This design comes from an exercise in tuning for small area and few clock cycles per item on the open sky130 flow, not from production work. In this exercise RTL edits were held to simulation tests only and were not proved equivalent to the original.

[flow/config.mk]
export PLATFORM = sky130hd
export DESIGN_NAME = touch_joystick_mapper
export DESIGN_NICKNAME = touch_joystick_mapper
export VERILOG_FILES = /design/flow/design.v
export SDC_FILE = /design/flow/constraint.sdc
export NUM_CORES = 4
export LEC_CHECK = 0
export ABC_AREA = 1
export CAP_MARGIN = 20
export CORE_MARGIN = 2
export CORE_UTILIZATION = 40
export SLEW_MARGIN = 20
[flow/constraint.sdc]
create_clock -name core_clock -period 11.0 [get_ports {clk}]
set_input_delay 2.2000 -clock core_clock [delete_from_list [all_inputs] [get_ports {clk}]]
set_output_delay 2.2000 -clock core_clock [all_outputs]
set_load 0.01 [all_outputs]
[flow/design.v]
package tjm_pkg;
  localparam int COORD_BITS_DEF = 12;
endpackage
module touch_joystick_mapper (
  input  logic        clk,
  input  logic        rst_n,
  input  logic        in_valid,
  output logic        in_ready,
  input  logic        in_cmd,
  input  logic [11:0] in_touch_x,
  input  logic [11:0] in_touch_y,
  input  logic        cfg_valid,
  output logic        cfg_ready,
  input  logic [1:0]  cfg_addr,
  input  logic [14:0] cfg_data,
  output logic        out_valid,
  input  logic        out_ready,
  output logic [13:0] out_knob_x,
  output logic [13:0] out_knob_y,
  output logic [15:0] out_linear_cmd,
  output logic [15:0] out_angular_cmd,
  output logic        out_active
);
  logic [11:0] cx_r, cy_r;
  logic [10:0] r_eff;    
  logic [14:0] dz_r;
  logic        en;
  always_ff @(posedge clk) begin
    if (!rst_n) begin
      cx_r  <= 12'd2048;
      cy_r  <= 12'd2048;
      r_eff <= 11'd256;
      dz_r  <= 15'd1638;
    end else if (cfg_valid) begin
      case (cfg_addr)
        2'd0: cx_r <= cfg_data[11:0];
        2'd1: cy_r <= cfg_data[11:0];
        2'd2: r_eff <= (cfg_data[10:0] == 11'd0) ? 11'd1 : cfg_data[10:0];
        default: dz_r <= cfg_data;
      endcase
    end
  end
  logic [21:0] R2;
  always_ff @(posedge clk) R2 <= r_eff * r_eff;
  assign cfg_ready = 1'b1;
  assign in_ready  = en;
  wire [11:0] tx = in_touch_x;
  wire [11:0] ty = in_touch_y;
  wire [0:0] rel = in_cmd;
  wire [12:0] dxp = {1'b0,tx} - {1'b0,cx_r};
  wire [12:0] dyp = {1'b0,ty} - {1'b0,cy_r};
  wire [0:0] sx = dxp[12];
  wire [0:0] sy = dyp[12];
  wire [11:0] a = sx ? (cx_r - tx) : dxp[11:0];
  wire [11:0] b = sy ? (cy_r - ty) : dyp[11:0];
  logic v1;
  always_ff @(posedge clk) if (!rst_n) v1 <= 1'b0; else if (en) v1 <= in_valid;
  logic [11:0] a__r1;
  always_ff @(posedge clk) if (en) a__r1 <= a;
  logic [11:0] b__r1;
  always_ff @(posedge clk) if (en) b__r1 <= b;
  logic [0:0] sx__r1;
  always_ff @(posedge clk) if (en) sx__r1 <= sx;
  logic [0:0] sy__r1;
  always_ff @(posedge clk) if (en) sy__r1 <= sy;
  logic [0:0] rel__r1;
  always_ff @(posedge clk) if (en) rel__r1 <= rel;
  wire [23:0] sqa = a__r1 * a__r1;
  wire [23:0] sqb = b__r1 * b__r1;
  wire [24:0] D = {1'b0,sqa} + {1'b0,sqb};
  wire [0:0] clamp = D > {3'b000, R2};
  logic v2;
  always_ff @(posedge clk) if (!rst_n) v2 <= 1'b0; else if (en) v2 <= v1;
  logic [23:0] sqa__r2;
  always_ff @(posedge clk) if (en) sqa__r2 <= sqa;
  logic [24:0] D__r2;
  always_ff @(posedge clk) if (en) D__r2 <= D;
  logic [0:0] clamp__r2;
  always_ff @(posedge clk) if (en) clamp__r2 <= clamp;
  logic [0:0] sx__r2;
  always_ff @(posedge clk) if (en) sx__r2 <= sx__r1;
  logic [0:0] sy__r2;
  always_ff @(posedge clk) if (en) sy__r2 <= sy__r1;
  logic [0:0] rel__r2;
  always_ff @(posedge clk) if (en) rel__r2 <= rel__r1;
  wire [45:0] S = sqa__r2 * R2;
  wire [24:0] rem_0 = {1'b0, S[45:22]};
  wire [21:0] lo_0 = S[21:0];
  logic v3;
  always_ff @(posedge clk) if (!rst_n) v3 <= 1'b0; else if (en) v3 <= v2;
  logic [24:0] rem_0__r3;
  always_ff @(posedge clk) if (en) rem_0__r3 <= rem_0;
  logic [21:0] lo_0__r3;
  always_ff @(posedge clk) if (en) lo_0__r3 <= lo_0;
  logic [24:0] D__r3;
  always_ff @(posedge clk) if (en) D__r3 <= D__r2;
  logic [0:0] clamp__r3;
  always_ff @(posedge clk) if (en) clamp__r3 <= clamp__r2;
  logic [0:0] sx__r3;
  always_ff @(posedge clk) if (en) sx__r3 <= sx__r2;
  logic [0:0] sy__r3;
  always_ff @(posedge clk) if (en) sy__r3 <= sy__r2;
  logic [0:0] rel__r3;
  always_ff @(posedge clk) if (en) rel__r3 <= rel__r2;
  wire [24:0] den_0 = clamp__r3 ? D__r3 : {3'b000, R2};
  wire [25:0] dt_0 = {rem_0__r3, lo_0__r3[21]};
  wire [26:0] ds_0 = {1'b0, dt_0} - {2'b00, den_0};
  wire [0:0] dge_0 = ~ds_0[26];
  wire [24:0] rem_1 = dge_0 ? ds_0[24:0] : dt_0[24:0];
  wire [21:0] lo_1 = {lo_0__r3[20:0], dge_0};
  wire [24:0] den_1 = clamp__r3 ? D__r3 : {3'b000, R2};
  wire [25:0] dt_1 = {rem_1, lo_1[21]};
  wire [26:0] ds_1 = {1'b0, dt_1} - {2'b00, den_1};
  wire [0:0] dge_1 = ~ds_1[26];
  wire [24:0] rem_2 = dge_1 ? ds_1[24:0] : dt_1[24:0];
  wire [21:0] lo_2 = {lo_1[20:0], dge_1};
  wire [24:0] den_2 = clamp__r3 ? D__r3 : {3'b000, R2};
  wire [25:0] dt_2 = {rem_2, lo_2[21]};
  wire [26:0] ds_2 = {1'b0, dt_2} - {2'b00, den_2};
  wire [0:0] dge_2 = ~ds_2[26];
  wire [24:0] rem_3 = dge_2 ? ds_2[24:0] : dt_2[24:0];
  wire [21:0] lo_3 = {lo_2[20:0], dge_2};
  logic v4;
  always_ff @(posedge clk) if (!rst_n) v4 <= 1'b0; else if (en) v4 <= v3;
  logic [24:0] rem_3__r4;
  always_ff @(posedge clk) if (en) rem_3__r4 <= rem_3;
  logic [21:0] lo_3__r4;
  always_ff @(posedge clk) if (en) lo_3__r4 <= lo_3;
  logic [24:0] D__r4;
  always_ff @(posedge clk) if (en) D__r4 <= D__r3;
  logic [0:0] clamp__r4;
  always_ff @(posedge clk) if (en) clamp__r4 <= clamp__r3;
  logic [0:0] sx__r4;
  always_ff @(posedge clk) if (en) sx__r4 <= sx__r3;
  logic [0:0] sy__r4;
  always_ff @(posedge clk) if (en) sy__r4 <= sy__r3;
  logic [0:0] rel__r4;
  always_ff @(posedge clk) if (en) rel__r4 <= rel__r3;
  wire [24:0] den_3 = clamp__r4 ? D__r4 : {3'b000, R2};
  wire [25:0] dt_3 = {rem_3__r4, lo_3__r4[21]};
  wire [26:0] ds_3 = {1'b0, dt_3} - {2'b00, den_3};
  wire [0:0] dge_3 = ~ds_3[26];
  wire [24:0] rem_4 = dge_3 ? ds_3[24:0] : dt_3[24:0];
  wire [21:0] lo_4 = {lo_3__r4[20:0], dge_3};
  wire [24:0] den_4 = clamp__r4 ? D__r4 : {3'b000, R2};
  wire [25:0] dt_4 = {rem_4, lo_4[21]};
  wire [26:0] ds_4 = {1'b0, dt_4} - {2'b00, den_4};
  wire [0:0] dge_4 = ~ds_4[26];
  wire [24:0] rem_5 = dge_4 ? ds_4[24:0] : dt_4[24:0];
  wire [21:0] lo_5 = {lo_4[20:0], dge_4};
  wire [24:0] den_5 = clamp__r4 ? D__r4 : {3'b000, R2};
  wire [25:0] dt_5 = {rem_5, lo_5[21]};
  wire [26:0] ds_5 = {1'b0, dt_5} - {2'b00, den_5};
  wire [0:0] dge_5 = ~ds_5[26];
  wire [24:0] rem_6 = dge_5 ? ds_5[24:0] : dt_5[24:0];
  wire [21:0] lo_6 = {lo_5[20:0], dge_5};
  logic v5;
  always_ff @(posedge clk) if (!rst_n) v5 <= 1'b0; else if (en) v5 <= v4;
  logic [24:0] rem_6__r5;
  always_ff @(posedge clk) if (en) rem_6__r5 <= rem_6;
  logic [21:0] lo_6__r5;
  always_ff @(posedge clk) if (en) lo_6__r5 <= lo_6;
  logic [24:0] D__r5;
  always_ff @(posedge clk) if (en) D__r5 <= D__r4;
  logic [0:0] clamp__r5;
  always_ff @(posedge clk) if (en) clamp__r5 <= clamp__r4;
  logic [0:0] sx__r5;
  always_ff @(posedge clk) if (en) sx__r5 <= sx__r4;
  logic [0:0] sy__r5;
  always_ff @(posedge clk) if (en) sy__r5 <= sy__r4;
  logic [0:0] rel__r5;
  always_ff @(posedge clk) if (en) rel__r5 <= rel__r4;
  wire [24:0] den_6 = clamp__r5 ? D__r5 : {3'b000, R2};
  wire [25:0] dt_6 = {rem_6__r5, lo_6__r5[21]};
  wire [26:0] ds_6 = {1'b0, dt_6} - {2'b00, den_6};
  wire [0:0] dge_6 = ~ds_6[26];
  wire [24:0] rem_7 = dge_6 ? ds_6[24:0] : dt_6[24:0];
  wire [21:0] lo_7 = {lo_6__r5[20:0], dge_6};
  wire [24:0] den_7 = clamp__r5 ? D__r5 : {3'b000, R2};
  wire [25:0] dt_7 = {rem_7, lo_7[21]};
  wire [26:0] ds_7 = {1'b0, dt_7} - {2'b00, den_7};
  wire [0:0] dge_7 = ~ds_7[26];
  wire [24:0] rem_8 = dge_7 ? ds_7[24:0] : dt_7[24:0];
  wire [21:0] lo_8 = {lo_7[20:0], dge_7};
  wire [24:0] den_8 = clamp__r5 ? D__r5 : {3'b000, R2};
  wire [25:0] dt_8 = {rem_8, lo_8[21]};
  wire [26:0] ds_8 = {1'b0, dt_8} - {2'b00, den_8};
  wire [0:0] dge_8 = ~ds_8[26];
  wire [24:0] rem_9 = dge_8 ? ds_8[24:0] : dt_8[24:0];
  wire [21:0] lo_9 = {lo_8[20:0], dge_8};
  logic v6;
  always_ff @(posedge clk) if (!rst_n) v6 <= 1'b0; else if (en) v6 <= v5;
  logic [24:0] rem_9__r6;
  always_ff @(posedge clk) if (en) rem_9__r6 <= rem_9;
  logic [21:0] lo_9__r6;
  always_ff @(posedge clk) if (en) lo_9__r6 <= lo_9;
  logic [24:0] D__r6;
  always_ff @(posedge clk) if (en) D__r6 <= D__r5;
  logic [0:0] clamp__r6;
  always_ff @(posedge clk) if (en) clamp__r6 <= clamp__r5;
  logic [0:0] sx__r6;
  always_ff @(posedge clk) if (en) sx__r6 <= sx__r5;
  logic [0:0] sy__r6;
  always_ff @(posedge clk) if (en) sy__r6 <= sy__r5;
  logic [0:0] rel__r6;
  always_ff @(posedge clk) if (en) rel__r6 <= rel__r5;
  wire [24:0] den_9 = clamp__r6 ? D__r6 : {3'b000, R2};
  wire [25:0] dt_9 = {rem_9__r6, lo_9__r6[21]};
  wire [26:0] ds_9 = {1'b0, dt_9} - {2'b00, den_9};
  wire [0:0] dge_9 = ~ds_9[26];
  wire [24:0] rem_10 = dge_9 ? ds_9[24:0] : dt_9[24:0];
  wire [21:0] lo_10 = {lo_9__r6[20:0], dge_9};
  wire [24:0] den_10 = clamp__r6 ? D__r6 : {3'b000, R2};
  wire [25:0] dt_10 = {rem_10, lo_10[21]};
  wire [26:0] ds_10 = {1'b0, dt_10} - {2'b00, den_10};
  wire [0:0] dge_10 = ~ds_10[26];
  wire [24:0] rem_11 = dge_10 ? ds_10[24:0] : dt_10[24:0];
  wire [21:0] lo_11 = {lo_10[20:0], dge_10};
  wire [24:0] den_11 = clamp__r6 ? D__r6 : {3'b000, R2};
  wire [25:0] dt_11 = {rem_11, lo_11[21]};
  wire [26:0] ds_11 = {1'b0, dt_11} - {2'b00, den_11};
  wire [0:0] dge_11 = ~ds_11[26];
  wire [24:0] rem_12 = dge_11 ? ds_11[24:0] : dt_11[24:0];
  wire [21:0] lo_12 = {lo_11[20:0], dge_11};
  logic v7;
  always_ff @(posedge clk) if (!rst_n) v7 <= 1'b0; else if (en) v7 <= v6;
  logic [24:0] rem_12__r7;
  always_ff @(posedge clk) if (en) rem_12__r7 <= rem_12;
  logic [21:0] lo_12__r7;
  always_ff @(posedge clk) if (en) lo_12__r7 <= lo_12;
  logic [24:0] D__r7;
  always_ff @(posedge clk) if (en) D__r7 <= D__r6;
  logic [0:0] clamp__r7;
  always_ff @(posedge clk) if (en) clamp__r7 <= clamp__r6;
  logic [0:0] sx__r7;
  always_ff @(posedge clk) if (en) sx__r7 <= sx__r6;
  logic [0:0] sy__r7;
  always_ff @(posedge clk) if (en) sy__r7 <= sy__r6;
  logic [0:0] rel__r7;
  always_ff @(posedge clk) if (en) rel__r7 <= rel__r6;
  wire [24:0] den_12 = clamp__r7 ? D__r7 : {3'b000, R2};
  wire [25:0] dt_12 = {rem_12__r7, lo_12__r7[21]};
  wire [26:0] ds_12 = {1'b0, dt_12} - {2'b00, den_12};
  wire [0:0] dge_12 = ~ds_12[26];
  wire [24:0] rem_13 = dge_12 ? ds_12[24:0] : dt_12[24:0];
  wire [21:0] lo_13 = {lo_12__r7[20:0], dge_12};
  wire [24:0] den_13 = clamp__r7 ? D__r7 : {3'b000, R2};
  wire [25:0] dt_13 = {rem_13, lo_13[21]};
  wire [26:0] ds_13 = {1'b0, dt_13} - {2'b00, den_13};
  wire [0:0] dge_13 = ~ds_13[26];
  wire [24:0] rem_14 = dge_13 ? ds_13[24:0] : dt_13[24:0];
  wire [21:0] lo_14 = {lo_13[20:0], dge_13};
  wire [24:0] den_14 = clamp__r7 ? D__r7 : {3'b000, R2};
  wire [25:0] dt_14 = {rem_14, lo_14[21]};
  wire [26:0] ds_14 = {1'b0, dt_14} - {2'b00, den_14};
  wire [0:0] dge_14 = ~ds_14[26];
  wire [24:0] rem_15 = dge_14 ? ds_14[24:0] : dt_14[24:0];
  wire [21:0] lo_15 = {lo_14[20:0], dge_14};
  logic v8;
  always_ff @(posedge clk) if (!rst_n) v8 <= 1'b0; else if (en) v8 <= v7;
  logic [24:0] rem_15__r8;
  always_ff @(posedge clk) if (en) rem_15__r8 <= rem_15;
  logic [21:0] lo_15__r8;
  always_ff @(posedge clk) if (en) lo_15__r8 <= lo_15;
  logic [24:0] D__r8;
  always_ff @(posedge clk) if (en) D__r8 <= D__r7;
  logic [0:0] clamp__r8;
  always_ff @(posedge clk) if (en) clamp__r8 <= clamp__r7;
  logic [0:0] sx__r8;
  always_ff @(posedge clk) if (en) sx__r8 <= sx__r7;
  logic [0:0] sy__r8;
  always_ff @(posedge clk) if (en) sy__r8 <= sy__r7;
  logic [0:0] rel__r8;
  always_ff @(posedge clk) if (en) rel__r8 <= rel__r7;
  wire [24:0] den_15 = clamp__r8 ? D__r8 : {3'b000, R2};
  wire [25:0] dt_15 = {rem_15__r8, lo_15__r8[21]};
  wire [26:0] ds_15 = {1'b0, dt_15} - {2'b00, den_15};
  wire [0:0] dge_15 = ~ds_15[26];
  wire [24:0] rem_16 = dge_15 ? ds_15[24:0] : dt_15[24:0];
  wire [21:0] lo_16 = {lo_15__r8[20:0], dge_15};
  wire [24:0] den_16 = clamp__r8 ? D__r8 : {3'b000, R2};
  wire [25:0] dt_16 = {rem_16, lo_16[21]};
  wire [26:0] ds_16 = {1'b0, dt_16} - {2'b00, den_16};
  wire [0:0] dge_16 = ~ds_16[26];
  wire [24:0] rem_17 = dge_16 ? ds_16[24:0] : dt_16[24:0];
  wire [21:0] lo_17 = {lo_16[20:0], dge_16};
  wire [24:0] den_17 = clamp__r8 ? D__r8 : {3'b000, R2};
  wire [25:0] dt_17 = {rem_17, lo_17[21]};
  wire [26:0] ds_17 = {1'b0, dt_17} - {2'b00, den_17};
  wire [0:0] dge_17 = ~ds_17[26];
  wire [24:0] rem_18 = dge_17 ? ds_17[24:0] : dt_17[24:0];
  wire [21:0] lo_18 = {lo_17[20:0], dge_17};
  logic v9;
  always_ff @(posedge clk) if (!rst_n) v9 <= 1'b0; else if (en) v9 <= v8;
  logic [24:0] rem_18__r9;
  always_ff @(posedge clk) if (en) rem_18__r9 <= rem_18;
  logic [21:0] lo_18__r9;
  always_ff @(posedge clk) if (en) lo_18__r9 <= lo_18;
  logic [24:0] D__r9;
  always_ff @(posedge clk) if (en) D__r9 <= D__r8;
  logic [0:0] clamp__r9;
  always_ff @(posedge clk) if (en) clamp__r9 <= clamp__r8;
  logic [0:0] sx__r9;
  always_ff @(posedge clk) if (en) sx__r9 <= sx__r8;
  logic [0:0] sy__r9;
  always_ff @(posedge clk) if (en) sy__r9 <= sy__r8;
  logic [0:0] rel__r9;
  always_ff @(posedge clk) if (en) rel__r9 <= rel__r8;
  wire [24:0] den_18 = clamp__r9 ? D__r9 : {3'b000, R2};
  wire [25:0] dt_18 = {rem_18__r9, lo_18__r9[21]};
  wire [26:0] ds_18 = {1'b0, dt_18} - {2'b00, den_18};
  wire [0:0] dge_18 = ~ds_18[26];
  wire [24:0] rem_19 = dge_18 ? ds_18[24:0] : dt_18[24:0];
  wire [21:0] lo_19 = {lo_18__r9[20:0], dge_18};
  wire [24:0] den_19 = clamp__r9 ? D__r9 : {3'b000, R2};
  wire [25:0] dt_19 = {rem_19, lo_19[21]};
  wire [26:0] ds_19 = {1'b0, dt_19} - {2'b00, den_19};
  wire [0:0] dge_19 = ~ds_19[26];
  wire [24:0] rem_20 = dge_19 ? ds_19[24:0] : dt_19[24:0];
  wire [21:0] lo_20 = {lo_19[20:0], dge_19};
  wire [24:0] den_20 = clamp__r9 ? D__r9 : {3'b000, R2};
  wire [25:0] dt_20 = {rem_20, lo_20[21]};
  wire [26:0] ds_20 = {1'b0, dt_20} - {2'b00, den_20};
  wire [0:0] dge_20 = ~ds_20[26];
  wire [24:0] rem_21 = dge_20 ? ds_20[24:0] : dt_20[24:0];
  wire [21:0] lo_21 = {lo_20[20:0], dge_20};
  logic v10;
  always_ff @(posedge clk) if (!rst_n) v10 <= 1'b0; else if (en) v10 <= v9;
  logic [24:0] rem_21__r10;
  always_ff @(posedge clk) if (en) rem_21__r10 <= rem_21;
  logic [21:0] lo_21__r10;
  always_ff @(posedge clk) if (en) lo_21__r10 <= lo_21;
  logic [24:0] D__r10;
  always_ff @(posedge clk) if (en) D__r10 <= D__r9;
  logic [0:0] clamp__r10;
  always_ff @(posedge clk) if (en) clamp__r10 <= clamp__r9;
  logic [0:0] sx__r10;
  always_ff @(posedge clk) if (en) sx__r10 <= sx__r9;
  logic [0:0] sy__r10;
  always_ff @(posedge clk) if (en) sy__r10 <= sy__r9;
  logic [0:0] rel__r10;
  always_ff @(posedge clk) if (en) rel__r10 <= rel__r9;
  wire [24:0] den_21 = clamp__r10 ? D__r10 : {3'b000, R2};
  wire [25:0] dt_21 = {rem_21__r10, lo_21__r10[21]};
  wire [26:0] ds_21 = {1'b0, dt_21} - {2'b00, den_21};
  wire [0:0] dge_21 = ~ds_21[26];
  wire [24:0] rem_22 = dge_21 ? ds_21[24:0] : dt_21[24:0];
  wire [21:0] lo_22 = {lo_21__r10[20:0], dge_21};
  wire [0:0] nz = |rem_22;
  wire [21:0] Mv = clamp__r10 ? R2 : D__r10[21:0];
  wire [21:0] Ny = Mv - lo_22 - {21'd0, nz};
  wire [1:0] qxt_0 = lo_22[21:20];
  wire [0:0] qxge_0 = |qxt_0;
  wire [1:0] qxrm_1 = qxge_0 ? qxt_0 - 2'd1 : qxt_0;
  wire [0:0] qxrt_1 = qxge_0;
  wire [19:0] qxrd_1 = lo_22[19:0];
  wire [1:0] qyt_0 = Ny[21:20];
  wire [0:0] qyge_0 = |qyt_0;
  wire [1:0] qyrm_1 = qyge_0 ? qyt_0 - 2'd1 : qyt_0;
  wire [0:0] qyrt_1 = qyge_0;
  wire [19:0] qyrd_1 = Ny[19:0];
  wire [3:0] qxt_1 = {qxrm_1, qxrd_1[19:18]};
  wire [4:0] qxs_1 = {1'b0, qxt_1} - {1'b0, qxrt_1, 2'b01};
  wire [0:0] qxge_1 = ~qxs_1[4];
  wire [1:0] qxrt_2 = {qxrt_1, qxge_1};
  wire [2:0] qxrm_2 = qxge_1 ? qxs_1[2:0] : qxt_1[2:0];
  wire [17:0] qxrd_2 = qxrd_1[17:0];
  wire [3:0] qyt_1 = {qyrm_1, qyrd_1[19:18]};
  wire [4:0] qys_1 = {1'b0, qyt_1} - {1'b0, qyrt_1, 2'b01};
  wire [0:0] qyge_1 = ~qys_1[4];
  wire [1:0] qyrt_2 = {qyrt_1, qyge_1};
  wire [2:0] qyrm_2 = qyge_1 ? qys_1[2:0] : qyt_1[2:0];
  wire [17:0] qyrd_2 = qyrd_1[17:0];
  wire [4:0] qxt_2 = {qxrm_2, qxrd_2[17:16]};
  wire [5:0] qxs_2 = {1'b0, qxt_2} - {1'b0, qxrt_2, 2'b01};
  wire [0:0] qxge_2 = ~qxs_2[5];
  wire [2:0] qxrt_3 = {qxrt_2, qxge_2};
  wire [3:0] qxrm_3 = qxge_2 ? qxs_2[3:0] : qxt_2[3:0];
  wire [15:0] qxrd_3 = qxrd_2[15:0];
  wire [4:0] qyt_2 = {qyrm_2, qyrd_2[17:16]};
  wire [5:0] qys_2 = {1'b0, qyt_2} - {1'b0, qyrt_2, 2'b01};
  wire [0:0] qyge_2 = ~qys_2[5];
  wire [2:0] qyrt_3 = {qyrt_2, qyge_2};
  wire [3:0] qyrm_3 = qyge_2 ? qys_2[3:0] : qyt_2[3:0];
  wire [15:0] qyrd_3 = qyrd_2[15:0];
  logic v11;
  always_ff @(posedge clk) if (!rst_n) v11 <= 1'b0; else if (en) v11 <= v10;
  logic [3:0] qxrm_3__r11;
  always_ff @(posedge clk) if (en) qxrm_3__r11 <= qxrm_3;
  logic [2:0] qxrt_3__r11;
  always_ff @(posedge clk) if (en) qxrt_3__r11 <= qxrt_3;
  logic [15:0] qxrd_3__r11;
  always_ff @(posedge clk) if (en) qxrd_3__r11 <= qxrd_3;
  logic [3:0] qyrm_3__r11;
  always_ff @(posedge clk) if (en) qyrm_3__r11 <= qyrm_3;
  logic [2:0] qyrt_3__r11;
  always_ff @(posedge clk) if (en) qyrt_3__r11 <= qyrt_3;
  logic [15:0] qyrd_3__r11;
  always_ff @(posedge clk) if (en) qyrd_3__r11 <= qyrd_3;
  logic [0:0] sx__r11;
  always_ff @(posedge clk) if (en) sx__r11 <= sx__r10;
  logic [0:0] sy__r11;
  always_ff @(posedge clk) if (en) sy__r11 <= sy__r10;
  logic [0:0] rel__r11;
  always_ff @(posedge clk) if (en) rel__r11 <= rel__r10;
  wire [5:0] qxt_3 = {qxrm_3__r11, qxrd_3__r11[15:14]};
  wire [6:0] qxs_3 = {1'b0, qxt_3} - {1'b0, qxrt_3__r11, 2'b01};
  wire [0:0] qxge_3 = ~qxs_3[6];
  wire [3:0] qxrt_4 = {qxrt_3__r11, qxge_3};
  wire [4:0] qxrm_4 = qxge_3 ? qxs_3[4:0] : qxt_3[4:0];
  wire [13:0] qxrd_4 = qxrd_3__r11[13:0];
  wire [5:0] qyt_3 = {qyrm_3__r11, qyrd_3__r11[15:14]};
  wire [6:0] qys_3 = {1'b0, qyt_3} - {1'b0, qyrt_3__r11, 2'b01};
  wire [0:0] qyge_3 = ~qys_3[6];
  wire [3:0] qyrt_4 = {qyrt_3__r11, qyge_3};
  wire [4:0] qyrm_4 = qyge_3 ? qys_3[4:0] : qyt_3[4:0];
  wire [13:0] qyrd_4 = qyrd_3__r11[13:0];
  wire [6:0] qxt_4 = {qxrm_4, qxrd_4[13:12]};
  wire [7:0] qxs_4 = {1'b0, qxt_4} - {1'b0, qxrt_4, 2'b01};
  wire [0:0] qxge_4 = ~qxs_4[7];
  wire [4:0] qxrt_5 = {qxrt_4, qxge_4};
  wire [5:0] qxrm_5 = qxge_4 ? qxs_4[5:0] : qxt_4[5:0];
  wire [11:0] qxrd_5 = qxrd_4[11:0];
  wire [6:0] qyt_4 = {qyrm_4, qyrd_4[13:12]};
  wire [7:0] qys_4 = {1'b0, qyt_4} - {1'b0, qyrt_4, 2'b01};
  wire [0:0] qyge_4 = ~qys_4[7];
  wire [4:0] qyrt_5 = {qyrt_4, qyge_4};
  wire [5:0] qyrm_5 = qyge_4 ? qys_4[5:0] : qyt_4[5:0];
  wire [11:0] qyrd_5 = qyrd_4[11:0];
  wire [7:0] qxt_5 = {qxrm_5, qxrd_5[11:10]};
  wire [8:0] qxs_5 = {1'b0, qxt_5} - {1'b0, qxrt_5, 2'b01};
  wire [0:0] qxge_5 = ~qxs_5[8];
  wire [5:0] qxrt_6 = {qxrt_5, qxge_5};
  wire [6:0] qxrm_6 = qxge_5 ? qxs_5[6:0] : qxt_5[6:0];
  wire [9:0] qxrd_6 = qxrd_5[9:0];
  wire [7:0] qyt_5 = {qyrm_5, qyrd_5[11:10]};
  wire [8:0] qys_5 = {1'b0, qyt_5} - {1'b0, qyrt_5, 2'b01};
  wire [0:0] qyge_5 = ~qys_5[8];
  wire [5:0] qyrt_6 = {qyrt_5, qyge_5};
  wire [6:0] qyrm_6 = qyge_5 ? qys_5[6:0] : qyt_5[6:0];
  wire [9:0] qyrd_6 = qyrd_5[9:0];
  wire [8:0] qxt_6 = {qxrm_6, qxrd_6[9:8]};
  wire [9:0] qxs_6 = {1'b0, qxt_6} - {1'b0, qxrt_6, 2'b01};
  wire [0:0] qxge_6 = ~qxs_6[9];
  wire [6:0] qxrt_7 = {qxrt_6, qxge_6};
  wire [7:0] qxrm_7 = qxge_6 ? qxs_6[7:0] : qxt_6[7:0];
  wire [7:0] qxrd_7 = qxrd_6[7:0];
  wire [8:0] qyt_6 = {qyrm_6, qyrd_6[9:8]};
  wire [9:0] qys_6 = {1'b0, qyt_6} - {1'b0, qyrt_6, 2'b01};
  wire [0:0] qyge_6 = ~qys_6[9];
  wire [6:0] qyrt_7 = {qyrt_6, qyge_6};
  wire [7:0] qyrm_7 = qyge_6 ? qys_6[7:0] : qyt_6[7:0];
  wire [7:0] qyrd_7 = qyrd_6[7:0];
  logic v12;
  always_ff @(posedge clk) if (!rst_n) v12 <= 1'b0; else if (en) v12 <= v11;
  logic [7:0] qxrm_7__r12;
  always_ff @(posedge clk) if (en) qxrm_7__r12 <= qxrm_7;
  logic [6:0] qxrt_7__r12;
  always_ff @(posedge clk) if (en) qxrt_7__r12 <= qxrt_7;
  logic [7:0] qxrd_7__r12;
  always_ff @(posedge clk) if (en) qxrd_7__r12 <= qxrd_7;
  logic [7:0] qyrm_7__r12;
  always_ff @(posedge clk) if (en) qyrm_7__r12 <= qyrm_7;
  logic [6:0] qyrt_7__r12;
  always_ff @(posedge clk) if (en) qyrt_7__r12 <= qyrt_7;
  logic [7:0] qyrd_7__r12;
  always_ff @(posedge clk) if (en) qyrd_7__r12 <= qyrd_7;
  logic [0:0] sx__r12;
  always_ff @(posedge clk) if (en) sx__r12 <= sx__r11;
  logic [0:0] sy__r12;
  always_ff @(posedge clk) if (en) sy__r12 <= sy__r11;
  logic [0:0] rel__r12;
  always_ff @(posedge clk) if (en) rel__r12 <= rel__r11;
  wire [9:0] qxt_7 = {qxrm_7__r12, qxrd_7__r12[7:6]};
  wire [10:0] qxs_7 = {1'b0, qxt_7} - {1'b0, qxrt_7__r12, 2'b01};
  wire [0:0] qxge_7 = ~qxs_7[10];
  wire [7:0] qxrt_8 = {qxrt_7__r12, qxge_7};
  wire [8:0] qxrm_8 = qxge_7 ? qxs_7[8:0] : qxt_7[8:0];
  wire [5:0] qxrd_8 = qxrd_7__r12[5:0];
  wire [9:0] qyt_7 = {qyrm_7__r12, qyrd_7__r12[7:6]};
  wire [10:0] qys_7 = {1'b0, qyt_7} - {1'b0, qyrt_7__r12, 2'b01};
  wire [0:0] qyge_7 = ~qys_7[10];
  wire [7:0] qyrt_8 = {qyrt_7__r12, qyge_7};
  wire [8:0] qyrm_8 = qyge_7 ? qys_7[8:0] : qyt_7[8:0];
  wire [5:0] qyrd_8 = qyrd_7__r12[5:0];
  wire [10:0] qxt_8 = {qxrm_8, qxrd_8[5:4]};
  wire [11:0] qxs_8 = {1'b0, qxt_8} - {1'b0, qxrt_8, 2'b01};
  wire [0:0] qxge_8 = ~qxs_8[11];
  wire [8:0] qxrt_9 = {qxrt_8, qxge_8};
  wire [9:0] qxrm_9 = qxge_8 ? qxs_8[9:0] : qxt_8[9:0];
  wire [3:0] qxrd_9 = qxrd_8[3:0];
  wire [10:0] qyt_8 = {qyrm_8, qyrd_8[5:4]};
  wire [11:0] qys_8 = {1'b0, qyt_8} - {1'b0, qyrt_8, 2'b01};
  wire [0:0] qyge_8 = ~qys_8[11];
  wire [8:0] qyrt_9 = {qyrt_8, qyge_8};
  wire [9:0] qyrm_9 = qyge_8 ? qys_8[9:0] : qyt_8[9:0];
  wire [3:0] qyrd_9 = qyrd_8[3:0];
  wire [11:0] qxt_9 = {qxrm_9, qxrd_9[3:2]};
  wire [12:0] qxs_9 = {1'b0, qxt_9} - {1'b0, qxrt_9, 2'b01};
  wire [0:0] qxge_9 = ~qxs_9[12];
  wire [9:0] qxrt_10 = {qxrt_9, qxge_9};
  wire [10:0] qxrm_10 = qxge_9 ? qxs_9[10:0] : qxt_9[10:0];
  wire [1:0] qxrd_10 = qxrd_9[1:0];
  wire [11:0] qyt_9 = {qyrm_9, qyrd_9[3:2]};
  wire [12:0] qys_9 = {1'b0, qyt_9} - {1'b0, qyrt_9, 2'b01};
  wire [0:0] qyge_9 = ~qys_9[12];
  wire [9:0] qyrt_10 = {qyrt_9, qyge_9};
  wire [10:0] qyrm_10 = qyge_9 ? qys_9[10:0] : qyt_9[10:0];
  wire [1:0] qyrd_10 = qyrd_9[1:0];
  wire [12:0] qxt_10 = {qxrm_10, qxrd_10[1:0]};
  wire [13:0] qxs_10 = {1'b0, qxt_10} - {1'b0, qxrt_10, 2'b01};
  wire [0:0] qxge_10 = ~qxs_10[13];
  wire [10:0] qxrt_11 = {qxrt_10, qxge_10};
  wire [12:0] qyt_10 = {qyrm_10, qyrd_10[1:0]};
  wire [13:0] qys_10 = {1'b0, qyt_10} - {1'b0, qyrt_10, 2'b01};
  wire [0:0] qyge_10 = ~qys_10[13];
  wire [10:0] qyrt_11 = {qyrt_10, qyge_10};
  logic v13;
  always_ff @(posedge clk) if (!rst_n) v13 <= 1'b0; else if (en) v13 <= v12;
  logic [10:0] qxrt_11__r13;
  always_ff @(posedge clk) if (en) qxrt_11__r13 <= qxrt_11;
  logic [10:0] qyrt_11__r13;
  always_ff @(posedge clk) if (en) qyrt_11__r13 <= qyrt_11;
  logic [0:0] sx__r13;
  always_ff @(posedge clk) if (en) sx__r13 <= sx__r12;
  logic [0:0] sy__r13;
  always_ff @(posedge clk) if (en) sy__r13 <= sy__r12;
  logic [0:0] rel__r13;
  always_ff @(posedge clk) if (en) rel__r13 <= rel__r12;
  wire [10:0] ox = qxrt_11__r13;
  wire [11:0] cxs_0 = {1'b0, qxrt_11__r13} - {1'b0, r_eff};
  wire [0:0] cxge_0 = ~cxs_0[11];
  wire [10:0] cxrm_1 = cxge_0 ? cxs_0[10:0] : qxrt_11__r13;
  wire [0:0] cxq_1 = cxge_0;
  wire [10:0] oy = qyrt_11__r13;
  wire [11:0] cys_0 = {1'b0, qyrt_11__r13} - {1'b0, r_eff};
  wire [0:0] cyge_0 = ~cys_0[11];
  wire [10:0] cyrm_1 = cyge_0 ? cys_0[10:0] : qyrt_11__r13;
  wire [0:0] cyq_1 = cyge_0;
  wire [12:0] cxs_1 = {1'b0, cxrm_1, 1'b0} - {2'b00, r_eff};
  wire [0:0] cxge_1 = ~cxs_1[12];
  wire [1:0] cxq_2 = {cxq_1, cxge_1};
  wire [10:0] cxrm_2 = cxge_1 ? cxs_1[10:0] : {cxrm_1[9:0], 1'b0};
  wire [12:0] cys_1 = {1'b0, cyrm_1, 1'b0} - {2'b00, r_eff};
  wire [0:0] cyge_1 = ~cys_1[12];
  wire [1:0] cyq_2 = {cyq_1, cyge_1};
  wire [10:0] cyrm_2 = cyge_1 ? cys_1[10:0] : {cyrm_1[9:0], 1'b0};
  wire [12:0] cxs_2 = {1'b0, cxrm_2, 1'b0} - {2'b00, r_eff};
  wire [0:0] cxge_2 = ~cxs_2[12];
  wire [2:0] cxq_3 = {cxq_2, cxge_2};
  wire [10:0] cxrm_3 = cxge_2 ? cxs_2[10:0] : {cxrm_2[9:0], 1'b0};
  wire [12:0] cys_2 = {1'b0, cyrm_2, 1'b0} - {2'b00, r_eff};
  wire [0:0] cyge_2 = ~cys_2[12];
  wire [2:0] cyq_3 = {cyq_2, cyge_2};
  wire [10:0] cyrm_3 = cyge_2 ? cys_2[10:0] : {cyrm_2[9:0], 1'b0};
  wire [12:0] cxs_3 = {1'b0, cxrm_3, 1'b0} - {2'b00, r_eff};
  wire [0:0] cxge_3 = ~cxs_3[12];
  wire [3:0] cxq_4 = {cxq_3, cxge_3};
  wire [10:0] cxrm_4 = cxge_3 ? cxs_3[10:0] : {cxrm_3[9:0], 1'b0};
  wire [12:0] cys_3 = {1'b0, cyrm_3, 1'b0} - {2'b00, r_eff};
  wire [0:0] cyge_3 = ~cys_3[12];
  wire [3:0] cyq_4 = {cyq_3, cyge_3};
  wire [10:0] cyrm_4 = cyge_3 ? cys_3[10:0] : {cyrm_3[9:0], 1'b0};
  logic v14;
  always_ff @(posedge clk) if (!rst_n) v14 <= 1'b0; else if (en) v14 <= v13;
  logic [0:0] sx__r14;
  always_ff @(posedge clk) if (en) sx__r14 <= sx__r13;
  logic [0:0] sy__r14;
  always_ff @(posedge clk) if (en) sy__r14 <= sy__r13;
  logic [0:0] rel__r14;
  always_ff @(posedge clk) if (en) rel__r14 <= rel__r13;
  logic [10:0] ox__r14;
  always_ff @(posedge clk) if (en) ox__r14 <= ox;
  logic [10:0] oy__r14;
  always_ff @(posedge clk) if (en) oy__r14 <= oy;
  logic [3:0] cxq_4__r14;
  always_ff @(posedge clk) if (en) cxq_4__r14 <= cxq_4;
  logic [10:0] cxrm_4__r14;
  always_ff @(posedge clk) if (en) cxrm_4__r14 <= cxrm_4;
  logic [3:0] cyq_4__r14;
  always_ff @(posedge clk) if (en) cyq_4__r14 <= cyq_4;
  logic [10:0] cyrm_4__r14;
  always_ff @(posedge clk) if (en) cyrm_4__r14 <= cyrm_4;
  wire [12:0] cxs_4 = {1'b0, cxrm_4__r14, 1'b0} - {2'b00, r_eff};
  wire [0:0] cxge_4 = ~cxs_4[12];
  wire [4:0] cxq_5 = {cxq_4__r14, cxge_4};
  wire [10:0] cxrm_5 = cxge_4 ? cxs_4[10:0] : {cxrm_4__r14[9:0], 1'b0};
  wire [12:0] cys_4 = {1'b0, cyrm_4__r14, 1'b0} - {2'b00, r_eff};
  wire [0:0] cyge_4 = ~cys_4[12];
  wire [4:0] cyq_5 = {cyq_4__r14, cyge_4};
  wire [10:0] cyrm_5 = cyge_4 ? cys_4[10:0] : {cyrm_4__r14[9:0], 1'b0};
  wire [12:0] cxs_5 = {1'b0, cxrm_5, 1'b0} - {2'b00, r_eff};
  wire [0:0] cxge_5 = ~cxs_5[12];
  wire [5:0] cxq_6 = {cxq_5, cxge_5};
  wire [10:0] cxrm_6 = cxge_5 ? cxs_5[10:0] : {cxrm_5[9:0], 1'b0};
  wire [12:0] cys_5 = {1'b0, cyrm_5, 1'b0} - {2'b00, r_eff};
  wire [0:0] cyge_5 = ~cys_5[12];
  wire [5:0] cyq_6 = {cyq_5, cyge_5};
  wire [10:0] cyrm_6 = cyge_5 ? cys_5[10:0] : {cyrm_5[9:0], 1'b0};
  wire [12:0] cxs_6 = {1'b0, cxrm_6, 1'b0} - {2'b00, r_eff};
  wire [0:0] cxge_6 = ~cxs_6[12];
  wire [6:0] cxq_7 = {cxq_6, cxge_6};
  wire [10:0] cxrm_7 = cxge_6 ? cxs_6[10:0] : {cxrm_6[9:0], 1'b0};
  wire [12:0] cys_6 = {1'b0, cyrm_6, 1'b0} - {2'b00, r_eff};
  wire [0:0] cyge_6 = ~cys_6[12];
  wire [6:0] cyq_7 = {cyq_6, cyge_6};
  wire [10:0] cyrm_7 = cyge_6 ? cys_6[10:0] : {cyrm_6[9:0], 1'b0};
  wire [12:0] cxs_7 = {1'b0, cxrm_7, 1'b0} - {2'b00, r_eff};
  wire [0:0] cxge_7 = ~cxs_7[12];
  wire [7:0] cxq_8 = {cxq_7, cxge_7};
  wire [10:0] cxrm_8 = cxge_7 ? cxs_7[10:0] : {cxrm_7[9:0], 1'b0};
  wire [12:0] cys_7 = {1'b0, cyrm_7, 1'b0} - {2'b00, r_eff};
  wire [0:0] cyge_7 = ~cys_7[12];
  wire [7:0] cyq_8 = {cyq_7, cyge_7};
  wire [10:0] cyrm_8 = cyge_7 ? cys_7[10:0] : {cyrm_7[9:0], 1'b0};
  logic v15;
  always_ff @(posedge clk) if (!rst_n) v15 <= 1'b0; else if (en) v15 <= v14;
  logic [0:0] sx__r15;
  always_ff @(posedge clk) if (en) sx__r15 <= sx__r14;
  logic [0:0] sy__r15;
  always_ff @(posedge clk) if (en) sy__r15 <= sy__r14;
  logic [0:0] rel__r15;
  always_ff @(posedge clk) if (en) rel__r15 <= rel__r14;
  logic [10:0] ox__r15;
  always_ff @(posedge clk) if (en) ox__r15 <= ox__r14;
  logic [10:0] oy__r15;
  always_ff @(posedge clk) if (en) oy__r15 <= oy__r14;
  logic [7:0] cxq_8__r15;
  always_ff @(posedge clk) if (en) cxq_8__r15 <= cxq_8;
  logic [10:0] cxrm_8__r15;
  always_ff @(posedge clk) if (en) cxrm_8__r15 <= cxrm_8;
  logic [7:0] cyq_8__r15;
  always_ff @(posedge clk) if (en) cyq_8__r15 <= cyq_8;
  logic [10:0] cyrm_8__r15;
  always_ff @(posedge clk) if (en) cyrm_8__r15 <= cyrm_8;
  wire [12:0] cxs_8 = {1'b0, cxrm_8__r15, 1'b0} - {2'b00, r_eff};
  wire [0:0] cxge_8 = ~cxs_8[12];
  wire [8:0] cxq_9 = {cxq_8__r15, cxge_8};
  wire [10:0] cxrm_9 = cxge_8 ? cxs_8[10:0] : {cxrm_8__r15[9:0], 1'b0};
  wire [12:0] cys_8 = {1'b0, cyrm_8__r15, 1'b0} - {2'b00, r_eff};
  wire [0:0] cyge_8 = ~cys_8[12];
  wire [8:0] cyq_9 = {cyq_8__r15, cyge_8};
  wire [10:0] cyrm_9 = cyge_8 ? cys_8[10:0] : {cyrm_8__r15[9:0], 1'b0};
  wire [12:0] cxs_9 = {1'b0, cxrm_9, 1'b0} - {2'b00, r_eff};
  wire [0:0] cxge_9 = ~cxs_9[12];
  wire [9:0] cxq_10 = {cxq_9, cxge_9};
  wire [10:0] cxrm_10 = cxge_9 ? cxs_9[10:0] : {cxrm_9[9:0], 1'b0};
  wire [12:0] cys_9 = {1'b0, cyrm_9, 1'b0} - {2'b00, r_eff};
  wire [0:0] cyge_9 = ~cys_9[12];
  wire [9:0] cyq_10 = {cyq_9, cyge_9};
  wire [10:0] cyrm_10 = cyge_9 ? cys_9[10:0] : {cyrm_9[9:0], 1'b0};
  wire [12:0] cxs_10 = {1'b0, cxrm_10, 1'b0} - {2'b00, r_eff};
  wire [0:0] cxge_10 = ~cxs_10[12];
  wire [10:0] cxq_11 = {cxq_10, cxge_10};
  wire [10:0] cxrm_11 = cxge_10 ? cxs_10[10:0] : {cxrm_10[9:0], 1'b0};
  wire [12:0] cys_10 = {1'b0, cyrm_10, 1'b0} - {2'b00, r_eff};
  wire [0:0] cyge_10 = ~cys_10[12];
  wire [10:0] cyq_11 = {cyq_10, cyge_10};
  wire [10:0] cyrm_11 = cyge_10 ? cys_10[10:0] : {cyrm_10[9:0], 1'b0};
  wire [12:0] cxs_11 = {1'b0, cxrm_11, 1'b0} - {2'b00, r_eff};
  wire [0:0] cxge_11 = ~cxs_11[12];
  wire [11:0] cxq_12 = {cxq_11, cxge_11};
  wire [10:0] cxrm_12 = cxge_11 ? cxs_11[10:0] : {cxrm_11[9:0], 1'b0};
  wire [12:0] cys_11 = {1'b0, cyrm_11, 1'b0} - {2'b00, r_eff};
  wire [0:0] cyge_11 = ~cys_11[12];
  wire [11:0] cyq_12 = {cyq_11, cyge_11};
  wire [10:0] cyrm_12 = cyge_11 ? cys_11[10:0] : {cyrm_11[9:0], 1'b0};
  logic v16;
  always_ff @(posedge clk) if (!rst_n) v16 <= 1'b0; else if (en) v16 <= v15;
  logic [0:0] sx__r16;
  always_ff @(posedge clk) if (en) sx__r16 <= sx__r15;
  logic [0:0] sy__r16;
  always_ff @(posedge clk) if (en) sy__r16 <= sy__r15;
  logic [0:0] rel__r16;
  always_ff @(posedge clk) if (en) rel__r16 <= rel__r15;
  logic [10:0] ox__r16;
  always_ff @(posedge clk) if (en) ox__r16 <= ox__r15;
  logic [10:0] oy__r16;
  always_ff @(posedge clk) if (en) oy__r16 <= oy__r15;
  logic [11:0] cxq_12__r16;
  always_ff @(posedge clk) if (en) cxq_12__r16 <= cxq_12;
  logic [10:0] cxrm_12__r16;
  always_ff @(posedge clk) if (en) cxrm_12__r16 <= cxrm_12;
  logic [11:0] cyq_12__r16;
  always_ff @(posedge clk) if (en) cyq_12__r16 <= cyq_12;
  logic [10:0] cyrm_12__r16;
  always_ff @(posedge clk) if (en) cyrm_12__r16 <= cyrm_12;
  wire [12:0] cxs_12 = {1'b0, cxrm_12__r16, 1'b0} - {2'b00, r_eff};
  wire [0:0] cxge_12 = ~cxs_12[12];
  wire [12:0] cxq_13 = {cxq_12__r16, cxge_12};
  wire [10:0] cxrm_13 = cxge_12 ? cxs_12[10:0] : {cxrm_12__r16[9:0], 1'b0};
  wire [12:0] cys_12 = {1'b0, cyrm_12__r16, 1'b0} - {2'b00, r_eff};
  wire [0:0] cyge_12 = ~cys_12[12];
  wire [12:0] cyq_13 = {cyq_12__r16, cyge_12};
  wire [10:0] cyrm_13 = cyge_12 ? cys_12[10:0] : {cyrm_12__r16[9:0], 1'b0};
  wire [12:0] cxs_13 = {1'b0, cxrm_13, 1'b0} - {2'b00, r_eff};
  wire [0:0] cxge_13 = ~cxs_13[12];
  wire [13:0] cxq_14 = {cxq_13, cxge_13};
  wire [10:0] cxrm_14 = cxge_13 ? cxs_13[10:0] : {cxrm_13[9:0], 1'b0};
  wire [12:0] cys_13 = {1'b0, cyrm_13, 1'b0} - {2'b00, r_eff};
  wire [0:0] cyge_13 = ~cys_13[12];
  wire [13:0] cyq_14 = {cyq_13, cyge_13};
  wire [10:0] cyrm_14 = cyge_13 ? cys_13[10:0] : {cyrm_13[9:0], 1'b0};
  wire [12:0] cxs_14 = {1'b0, cxrm_14, 1'b0} - {2'b00, r_eff};
  wire [0:0] cxge_14 = ~cxs_14[12];
  wire [14:0] cxq_15 = {cxq_14, cxge_14};
  wire [12:0] cys_14 = {1'b0, cyrm_14, 1'b0} - {2'b00, r_eff};
  wire [0:0] cyge_14 = ~cys_14[12];
  wire [14:0] cyq_15 = {cyq_14, cyge_14};
  wire [14:0] angm = (cxq_15 < dz_r) ? 15'd0 : cxq_15;
  wire [14:0] linm = (cyq_15 < dz_r) ? 15'd0 : cyq_15;
  wire [15:0] angv = sx__r16 ? -{1'b0, angm} : {1'b0, angm};
  wire [15:0] linv = sy__r16 ? {1'b0, linm} : -{1'b0, linm};
  wire [11:0] kx = sx__r16 ? cx_r - ox__r16 : cx_r + ox__r16;
  wire [11:0] ky = sy__r16 ? cy_r - oy__r16 : cy_r + oy__r16;
  assign out_valid = v16;
  assign out_active = ~rel__r16;
  assign out_knob_x = {2'b00, rel__r16 ? cx_r : kx};
  assign out_knob_y = {2'b00, rel__r16 ? cy_r : ky};
  assign out_angular_cmd = rel__r16 ? 16'd0 : angv;
  assign out_linear_cmd = rel__r16 ? 16'd0 : linv;
  assign en = !v16 || out_ready;
endmodule
[flow/run.sh]
#!/bin/bash
# synth_recipe.tcl (not shown) runs the flow's synth.tcl, then flattens the netlist and writes it again
# the make line also repeats each setting of config.mk as NAME=value (left out here)
make -C /OpenROAD-flow-scripts/flow DESIGN_CONFIG=/design/flow/config.mk WORK_HOME=/design/flow/orfs CLKGATE_MAP_FILE= SYNTH_SCRIPT=/design/flow/synth_recipe.tcl finish
==> run_results.csv <==
group,metric,value,unit
status,status,"no timing/DRC/antenna violations",
global_route,grt_max_degree,170,
placement,place.gp.congestion,0.905,
sta,layout_min_cycle_time,10480,ps
yosys,netlist_instances,14600,
global_route,grt_pass1_vias,92500,
sta,relSlewSlack,28.5,%
global_route,grt_overflow,0,
sta,max_freq,95.4,MHz
route,ant_nets,0,
yosys,synthFlopType,"edfxtp_1",
critical_path,rr_startpoint,"clamp__r5$_DFFE_PP_",
clocking,cts.sinks,1078,
clocking,cts_max_path_buffers,3,
critical_path,crit_type,"flip-flop to output pin",
clocking,cts_tree,"built",
die,num_io_pins,111,
sta,finalCritPeriodShare,95.3,%
yosys,async_reset_ff_share,0,%
worst_hold_path,hold_class,"flip-flop to flip-flop",
yosys,yosysWarnings,1,
sta,grt_setup_unrepaired,"true",
cells_and_area,fin_nets,16800,
clocking,clockRootBuffer,"clkbuf_16",
route,drc,0,
yosys,synthDistinctLibCells,91,
die,die_y,549,um
sta,hold_viol_final,0,
placement,dpl.hpwl,248,mm
cells_and_area,synthToLayoutAreaGrowth,8.70,%
critical_path,crit_arrival,8280,ps
placement,io_buffers,105,
global_route,grt_pass1_wl,502,mm
sta,worstMarginPinSlew,1070,ps
cells_and_area,multiInputGateArea,0.0771,sq mm
route,vias,95100,
critical_path,reg2reg_depth,57,
job,max_cap_viol_count,0,
yosys,ys_seq_elements,1078,
cells_and_area,final_util,43.6,%
critical_path,cp.required,8800,ps
critical_path,worstSetupStartpoint,"r_eff[2]$_SDFFE_PN0P_",
die,fp.dieW,549,um
yosys,synth.yosys.seq_area_share,26.5,%
clocking,cts_made_buffers,134,
sta,whs,402,ps
clocking,h-tree-depth,4,
clocking,clk_pin_slew,60,ps
yosys,syn-cell-area,0.119,sq mm
route,drtIter0Drc,6209,
critical_path,cp-end-kind,"output pin",
sta,setup_violations,0,
yosys,synth_edf_count,991,
critical_path,cpMostUsedCell,"nand2_1",
cells_and_area,n_fill_cell,29500,
yosys,syn_avg_cell_area,8.14,sq um
critical_path,crit_fanout,25,
clocking,holdBufCountCts,0,
die,initial_core_util,40.1,%
global_route,track_usage,20.8,%
critical_path,reg2reg_to,"rem_9__r6[17]$_DFFE_PP_",
global_route,antenna_found_initial,4,
critical_path,r2r_slack,950,ps
route,first_pass_iters,5,
critical_path,crit_end,"out_angular_cmd[12]",
die,dieArea,0.302,sq mm
route,wl,314,mm
sta,clock_skew,28.5,ps
sta,slew_violations,0,
route,vias_per_cell,5.10,
cells_and_area,drive_above_1_share,5.16,%
clocking,clk-insertion-delay-late,820,ps
die,rows,200,
critical_path,startpoint_type,"flip-flop",
die,core_area,0.296,sq mm
route,drt-wirelength-per-cell,16.8,um
cells_and_area,seqCellArea,0.0315,sq mm
critical_path,critPathSlowestCell,"clkdlybuf4s50_1",
critical_path,cpPeakStageDelay,580,ps
-- worst max-delay path: cells and delay by family, from the launching register on --
family          cells  cell delay [ps]
fa+ha+maj           4             1120
flops               1              410
simple gates       24             2830
buf+inv             7             1950
compound gates      6             1130
-- synthesized netlist by cell type, types with 21 or more instances --
library cell / number / area [sq um]
o21ai_1: 135 / 676
buf_6: 22 / 248
dfxtp_1: 87 / 1740
inv_1: 2191 / 8220
o21bai_1: 88 / 661
buf_4: 32 / 240
o211ai_1: 30 / 225
a21boi_0: 21 / 158
a21o_1: 56 / 420
nand2_1: 3257 / 12200
a21oi_1: 1316 / 6590
ha_1: 1480 / 18500
o21a_1: 39 / 293
or2_2: 57 / 357
edfxtp_1: 991 / 29800
xnor2_1: 354 / 3100
a31oi_1: 41 / 257
o21ai_0: 825 / 4130
nand2_2: 38 / 238
nor3_1: 87 / 435
inv_2: 49 / 184
nand4_1: 77 / 482
a21oi_2: 25 / 219
fa_1: 685 / 13700
xor2_1: 595 / 5210
nor2_1: 713 / 2680
nor4_1: 21 / 131
o21ai_2: 61 / 534
buf_2: 56 / 280
clkbuf_1: 246 / 923
a211oi_1: 43 / 323
o31ai_1: 36 / 270
nand3_1: 539 / 2700
buf_1: 33 / 124
-- layout make-up --
cell class / count / share of cell area [%]
diodes: 1 / 0.00194
repair buffers: 275 / 1.85
clock inverters: 87 / 0.943
multi-input cells: 10900 / 59.7
clock buffers: 159 / 2.79
well taps: 3939 / 3.81
flip-flops and latches: 1078 / 24.4
inverters: 2249 / 6.55
-- through the flow --
step           area [sq um]  cells  worst slack, ps  setup TNS, ps
2_1_floorplan        119000  14600             1220              0
3_5_place_dp         124000  18400              745              0
3_3_place_gp         124000  18400              763              0
4_1_cts              129000  18700             10.5              0
5_1_grt              129000  18700            -14.7          -14.7
6_report             129000  18700              522              0
-- layer usage --
metal	vias up	routed length [um]	share of wire [%]	track usage [%]
met3	432	12600	4.0	1.96
met5	-	13	0.0041	0
met2	1907	147000	47	35.0
met4	2	9720	3.1	6.36
met1	44600	145000	46	28.0
li1	48200	-	-	-
-- placed cells by master (no fill, tap or decap), types with 354 or more instances in the layout --
cell      Yosys  layout
ha_1       1480    1480
nor2_1      713     713
nand2_1    3257    3257
xnor2_1     354     354
fa_1        685     685
inv_1      2191    2178
o21ai_0     825     823
nand3_1     539     539
a21oi_1    1316    1316
xor2_1      595     595
edfxtp_1    991     991
-- worst min path at each step --
stage                            startpoint                  endpoint  slack [ps]  cells after the start
CTS                  lo_6__r5[13]$_DFFE_PP_    lo_9__r6[16]$_DFFE_PP_         400                      0
detailed placement  cxq_8__r15[1]$_DFFE_PP_  cxq_12__r16[5]$_DFFE_PP_         400                      0
global placement    lo_12__r7[14]$_DFFE_PP_   lo_15__r8[17]$_DFFE_PP_         400                      0
floorplan             r_eff[0]$_SDFFE_PN0P_             R2[0]$_DFF_P_         380                      0
finish               lo_6__r5[13]$_DFFE_PP_    lo_9__r6[16]$_DFFE_PP_         400                      0
global route         lo_6__r5[13]$_DFFE_PP_    lo_9__r6[16]$_DFFE_PP_         410                      0
-- logic make-up after synthesis --
kind of cell               after synthesis  share of synthesized area [%]
AOI/OAI and AO/OA                     2858                           13.6
xor gates and xnor gates               950                           7.00
adders and majority gates             2165                           27.1
buffers and inverters                 2646                           8.71
DFF                                   1078                           26.5
muxes                                   28                          0.245
other                                    2                        0.00632
and+or+nand+nor                       4872                           16.8
-- timing repair --
| action | 4_1_cts | 5_1_grt |
|---|---|---|
| resized for setup | 1 | 18 |
| setup endpoints to repair | 5 | 116 |
| pin swaps | 0 | 2 |
| buffers inserted | 0 | 10 |
| hold endpoints to repair | 0 | 0 |
Testbench counts, summed over its fixed seeds: cycles 16,128, items 16,000.

[re-timing with driven ports]
The results above use ideal ports. As a check the final layout listed here was re-extracted and re-timed, cells and wires unchanged.
Step 1 (the two cells are an assumption about what drives the block):
set clk [get_ports {clk}]
set_driving_cell -lib_cell sky130_fd_sc_hd__clkbuf_16 $clk
set_driving_cell -lib_cell sky130_fd_sc_hd__buf_2 [delete_from_list [all_inputs] $clk]
Step 2 moves the port delays by t, midway between the first and last clock arrival at a register: inputs arrive t later, outputs are due t later. That takes back most of the time a late clock gives input paths.
Three values: ideal, step 1, step 2; two values: the first two.
shift t [ns]: 0.905
setup WS [ns]: 0.522 / 0.424 / 0.949
clock arrival spread, ns: 0.030 / 0.031
pins driven straight from the clock port: 1
After both steps setup and hold are still met in this run. For this run, drivers alone change the setup slack by -0.098 ns; drivers and shift together by +0.427 ns.
